Source: an optimization exercise on an open RTL-to-GDS flow (aim: small area and a short achievable clock period). Production flows keep margins and buffers that such runs may drop.
Only simulation tests tie the RTL to the original design; equivalence was not proved.
No driver is modelled on the clock port, so clock power and skew are understated where the tree is cut down; a real chip needs a root buffer or a tree.

// dtsWorker
module dtsWorker (
	input wire logic clk,
	input wire logic reset,
	input wire logic anotherOne,
	output logic [39:0] natRuler,
	output logic done
);
	localparam logic [31:0] SEED_NEXT = 32'h7bd03ff6;
	logic resetQ, newSet, clearBlock, keepBlock, accept, store, fits;
	logic [31:0] xs;
	logic [31:0] xsNext;
	logic [7:0] fold, foldQ;
	logic [4:0] res, resQ;  
	logic [19:1] nat, cum, store0, dists, markBit;
	always_comb begin
		xsNext = xs ^ (xs << 13);
		xsNext = xsNext ^ (xsNext >> 17);
		xsNext = xsNext ^ (xsNext << 5);
	end
	always_ff @(posedge clk) begin
		xs <= resetQ ? SEED_NEXT : xsNext;
		foldQ <= fold;
		resQ <= res;
	end
	markFold markFold_i (.x(xs), .y(fold));
	markTable markTable_i (.y(foldQ), .r(res));
	candidateEval candidateEval_i (
		.res(resQ), .nat(nat), .cum(cum), .dists(dists), .markBit(markBit), .fits(fits)
	);
	searchCtrl searchCtrl_i (
		.clk(clk), .reset(reset), .anotherOne(anotherOne), .fits(fits),
		.resetQ(resetQ), .newSet(newSet), .clearBlock(clearBlock), .keepBlock(keepBlock),
		.accept(accept), .store(store), .done(done)
	);
	dtsState dtsState_i (
		.clk(clk), .clearSet(newSet), .clearBlock(clearBlock), .accept(accept),
		.keepBlock(keepBlock), .store(store), .dists(dists), .markBit(markBit),
		.nat(nat), .cum(cum), .store0(store0)
	);
	assign natRuler = {nat, 1'b1, store0, 1'b1};
endmodule
clock: 24.0 ns
lec_check: 0
abc_area: 1
cap_margin: 20
core_margin: 2
core_utilization: 65
place_density: 0.75
slew_margin: 20
standard.sh (not shown) runs the stock make flow with config.mk's settings and CLKGATE_MAP_FILE= SYNTH_SCRIPT=/design/flow/synth_recipe.tcl, a recipe that flattens the netlist after the stock synthesis.
==> flow/flow/run.sh <==
#!/bin/bash
# The standard layout with these changes:
# - the port buffers are buf_2 instead of the flow's default pick (a slow
#   delay buffer); every port still gets a buffer;
# - the clock tree is built by hand in two short levels: the clock port feeds
#   four clkbuf_16, which feed twelve clkbuf_8, each at the centre of the
#   flip-flops it drives (manual_cts.tcl, sourced before the CTS step, which
#   then skips TritonCTS);
# - timing repair keeps a setup margin so that it also works on the few paths
#   that set the achieved period.
# The constraints and the clock period are the standard flow's.
set -euo pipefail
export BUFFER_PORTS_ARGS="-buffer_cell sky130_fd_sc_hd__buf_2"
export PRE_CTS_TCL="$(pwd)/flow/manual_cts.tcl"
export SETUP_SLACK_MARGIN=18.45
bash standard.sh > standard_flow.log 2>&1
Other scripts of this flow, unchanged in this note and not shown: flow/flow/manual_cts.tcl
Change:
--- a/flow/flow/run.sh
+++ b/flow/flow/run.sh
@@ -13,4 +13,4 @@
 export BUFFER_PORTS_ARGS="-buffer_cell sky130_fd_sc_hd__buf_2"
 export PRE_CTS_TCL="$(pwd)/flow/manual_cts.tcl"
-export SETUP_SLACK_MARGIN=18.45
+export SETUP_SLACK_MARGIN=18.35
 bash standard.sh > standard_flow.log 2>&1
The changed run went through all stages and came out clean.
Wire length falls slightly.
Global-route usage stays the same.
Final cell count falls slightly.
Design area falls by a few percent.
Change:
--- a/flow/flow/run.sh
+++ b/flow/flow/run.sh
@@ -13,4 +13,4 @@
 export BUFFER_PORTS_ARGS="-buffer_cell sky130_fd_sc_hd__buf_2"
 export PRE_CTS_TCL="$(pwd)/flow/manual_cts.tcl"
-export SETUP_SLACK_MARGIN=18.35
+export SETUP_SLACK_MARGIN=18.25
 bash standard.sh > standard_flow.log 2>&1
CORE_UTILIZATION = 40   (was 65)
PLACE_DENSITY = 0.6   (was 0.75)
Worst hold slack hardly moves.
Routed wire length goes up by 5.3%.
Area after synthesis does not change.
Critical path depth stays the same.
Core utilization goes down by 27 points.
Change:
--- a/flow/flow/run.sh
+++ b/flow/flow/run.sh
@@ -13,4 +13,4 @@
 export BUFFER_PORTS_ARGS="-buffer_cell sky130_fd_sc_hd__buf_2"
 export PRE_CTS_TCL="$(pwd)/flow/manual_cts.tcl"
-export SETUP_SLACK_MARGIN=18.25
+export SETUP_SLACK_MARGIN=18.35
 bash standard.sh > standard_flow.log 2>&1
Effect: Cell area hardly moves; worst setup slack gets better by 0.0093 ns; routed wire length stays flat; utilization is higher by 0.12 points; sequential cell count is unchanged; global-route usage is unchanged; final cell count is unchanged; area after synthesis is unchanged.
In every run of this note, the design's own scripts or RTL, not TritonCTS, make the clock network.

* * *

dtsWorker, a different RTL version from the one above (not shown whole).
Size in the first run: ~150 flip-flops, about 44 I/O pins, ~0.0084 mm² of cells after synthesis.
==> flow/config.mk <==
export PLATFORM = sky130hd
export DESIGN_NAME = dtsWorker
export DESIGN_NICKNAME = dtsWorker
export VERILOG_FILES = /design/flow/design.v
export SDC_FILE = /design/flow/constraint.sdc
export NUM_CORES = 4
export LEC_CHECK = 0
export ABC_AREA = 1
export CAP_MARGIN = 20
export CORE_MARGIN = 2
export CORE_UTILIZATION = 40
export PLACE_DENSITY = 0.6
export SLEW_MARGIN = 20
==> flow/constraint.sdc <==
create_clock -name core_clock -period 24.0 [get_ports {clk}]
set_input_delay 4.8000 -clock core_clock [delete_from_list [all_inputs] [get_ports {clk}]]
set_output_delay 4.8000 -clock core_clock [all_outputs]
set_load 0.01 [all_outputs]
==> flow/flow/run.sh <==
#!/bin/bash
# The standard layout with these changes:
# - the port buffers are buf_2 instead of the flow's default pick (a slow
#   delay buffer); every port still gets a buffer;
# - the clock tree is built by hand in two short levels: the clock port feeds
#   four clkbuf_16, which feed twelve clkbuf_8, each at the centre of the
#   flip-flops it drives (manual_cts.tcl, sourced before the CTS step, which
#   then skips TritonCTS);
# - timing repair keeps a setup margin so that it also works on the few paths
#   that set the achieved period.
# The constraints and the clock period are the standard flow's.
set -euo pipefail
export BUFFER_PORTS_ARGS="-buffer_cell sky130_fd_sc_hd__buf_2"
export PRE_CTS_TCL="$(pwd)/flow/manual_cts.tcl"
bash standard.sh > standard_flow.log 2>&1
==> flow/flow/manual_cts.tcl <==
# Clock distribution in two short levels, built by hand before the CTS step.
# The flip-flops are split by position into NLEAF balanced groups; each group
# gets a leaf clkbuf_8 at its centre. The leaves are split into NTOP balanced
# groups; each gets a clkbuf_16 at its centre, fed straight from the clock
# port (which so drives NTOP cell pins). TritonCTS is then not run for this
# design: clock_tree_synthesis becomes a no-op, and the rest of the CTS step
# (legalisation, timing repair) runs as usual.

set nleaf 12
set ntop 4

# balanced k-means: pts is a list of {x y}; returns {assignment centres}
proc balanced_kmeans {pts k} {
  set n [llength $pts]
  set order [lsort -integer -indices [lmap p $pts {expr {[lindex $p 0] + [lindex $p 1]}}]]
  set cent {}
  for {set i 0} {$i < $k} {incr i} {
    lappend cent [lindex $pts [lindex $order [expr {int(($i + 0.5) * $n / $k)}]]]
  }
  set cap [expr {($n + $k - 1) / $k}]
  for {set iter 0} {$iter < 30} {incr iter} {
    # nearest centre first, at most cap points per centre
    set pairs {}
    set i 0
    foreach p $pts {
      for {set c 0} {$c < $k} {incr c} {
        set q [lindex $cent $c]
        lappend pairs [list [expr {abs([lindex $p 0] - [lindex $q 0]) + abs([lindex $p 1] - [lindex $q 1])}] $i $c]
      }
      incr i
    }
    set asg [lrepeat $n -1]
    set fill [lrepeat $k 0]
    foreach pr [lsort -real -index 0 $pairs] {
      lassign $pr d i c
      if {[lindex $asg $i] < 0 && [lindex $fill $c] < $cap} {
        lset asg $i $c
        lset fill $c [expr {[lindex $fill $c] + 1}]
      }
    }
    set cent {}
    for {set c 0} {$c < $k} {incr c} {
      set sx 0; set sy 0; set cnt 0
      foreach p $pts a $asg {
        if {$a == $c} { set sx [expr {$sx + [lindex $p 0]}]; set sy [expr {$sy + [lindex $p 1]}]; incr cnt }
      }
      lappend cent [list [expr {$sx / max($cnt, 1)}] [expr {$sy / max($cnt, 1)}]]
    }
  }
  return [list $asg $cent]
}

proc place_clock_buffer {block master name x y inNet} {
  set inst [odb::dbInst_create $block $master $name]
  set net [odb::dbNet_create $block "${name}_net"]
  $net setSigType CLOCK
  [$inst findITerm A] connect $inNet
  [$inst findITerm X] connect $net
  $inst setLocation [expr {int($x)}] [expr {int($y)}]
  $inst setPlacementStatus PLACED
  return $net
}

set block [ord::get_db_block]
set db [ord::get_db]
set clkNet [$block findNet clk]
set leafMaster [$db findMaster sky130_fd_sc_hd__clkbuf_8]
set topMaster [$db findMaster sky130_fd_sc_hd__clkbuf_16]

set sinks [$clkNet getITerms]
set pts {}
foreach it $sinks {
  set b [[$it getInst] getBBox]
  lappend pts [list [expr {([$b xMin] + [$b xMax]) / 2}] [expr {([$b yMin] + [$b yMax]) / 2}]]
}
lassign [balanced_kmeans $pts $nleaf] leafAsg leafCent
lassign [balanced_kmeans $leafCent $ntop] topAsg topCent

foreach it $sinks { $it disconnect }
for {set t 0} {$t < $ntop} {incr t} {
  set c [lindex $topCent $t]
  set topNet [place_clock_buffer $block $topMaster "clkbuf_top_$t" [lindex $c 0] [lindex $c 1] $clkNet]
  for {set l 0} {$l < $nleaf} {incr l} {
    if {[lindex $topAsg $l] != $t} continue
    set c [lindex $leafCent $l]
    set leafNet [place_clock_buffer $block $leafMaster "clkbuf_leaf_$l" [lindex $c 0] [lindex $c 1] $topNet]
    set cnt 0
    foreach it $sinks a $leafAsg {
      if {$a == $l} { $it connect $leafNet; incr cnt }
    }
    puts "clock leaf $l under top $t drives $cnt flip-flops"
  }
}

proc clock_tree_synthesis {args} {
  puts "clock_tree_synthesis skipped: the clock buffers were placed by manual_cts.tcl"
}
The first run produced a clean layout.
==> next run, changes <==
--- a/flow/flow/run.sh
+++ b/flow/flow/run.sh
@@ -14,2 +14,3 @@
 export PRE_CTS_TCL="$(pwd)/flow/manual_cts.tcl"
+export SETUP_SLACK_MARGIN=18.35
 bash standard.sh > standard_flow.log 2>&1
Result:
- wire length is about the same
- via count falls by 0.53%
- register-to-register slack stays flat
- cell count is unchanged
- die area stays the same
==> next run, changes <==
--- a/flow/flow/run.sh
+++ b/flow/flow/run.sh
@@ -5,3 +5,3 @@
 # - the clock tree is built by hand in two short levels: the clock port feeds
-#   four clkbuf_16, which feed twelve clkbuf_8, each at the centre of the
+#   four clkbuf_8, which feed twelve clkbuf_8, each at the centre of the
 #   flip-flops it drives (manual_cts.tcl, sourced before the CTS step, which
--- a/flow/flow/manual_cts.tcl
+++ b/flow/flow/manual_cts.tcl
@@ -3,3 +3,3 @@
 # gets a leaf clkbuf_8 at its centre. The leaves are split into NTOP balanced
-# groups; each gets a clkbuf_16 at its centre, fed straight from the clock
+# groups; each gets a clkbuf_8 at its centre, fed straight from the clock
 # port (which so drives NTOP cell pins). TritonCTS is then not run for this
@@ -67,3 +67,3 @@
 set leafMaster [$db findMaster sky130_fd_sc_hd__clkbuf_8]
-set topMaster [$db findMaster sky130_fd_sc_hd__clkbuf_16]
+set topMaster [$db findMaster sky130_fd_sc_hd__clkbuf_8]
 
Effect: Synthesized cell count does not change; register-to-register slack is about the same; die area does not change; wire length hardly moves; cell area climbs by 0.40%; global-route usage barely changes.
No run of this note takes its clock network from TritonCTS; it comes from the design's own scripts or RTL.

[separate check: timing with driven ports]
In the flow no input, the clock included, has a driving cell. The finished layouts below were timed again as built, in two steps. Step 1, drivers: a clkbuf_16 drives clk and a buf_2 each remaining input, both assumed. Step 2 also shifts input and output timing later by t, the mid clock arrival at the registers, as if the neighbouring blocks saw the same clock. a / b / c = no drivers / after step 1 / after step 2; a / b = the first two.
run	t (ns)	setup WS [ns]	clock arrival spread, ns	pins driven straight from the clock port
the first run of note 1	0.374	18.335 / 18.245 / 18.569	0.048 / 0.048	4
the second run of note 1	0.371	18.334 / 18.243 / 18.573	0.044 / 0.043	4
the third run of note 1	0.381	18.311 / 18.217 / 18.598	0.037 / 0.037	4
the fourth run of note 1	0.378	18.320 / 18.229 / 18.604	0.038 / 0.037	4
the first run of note 2	0.370	18.265 / 18.174 / 18.544	0.024 / 0.024	4
the second run of note 2	0.369	18.352 / 18.261 / 18.588	0.024 / 0.025	4
the third run of note 2	0.370	18.329 / 18.255 / 18.585	0.033 / 0.032	4
After both steps setup and hold are still met in every run listed.
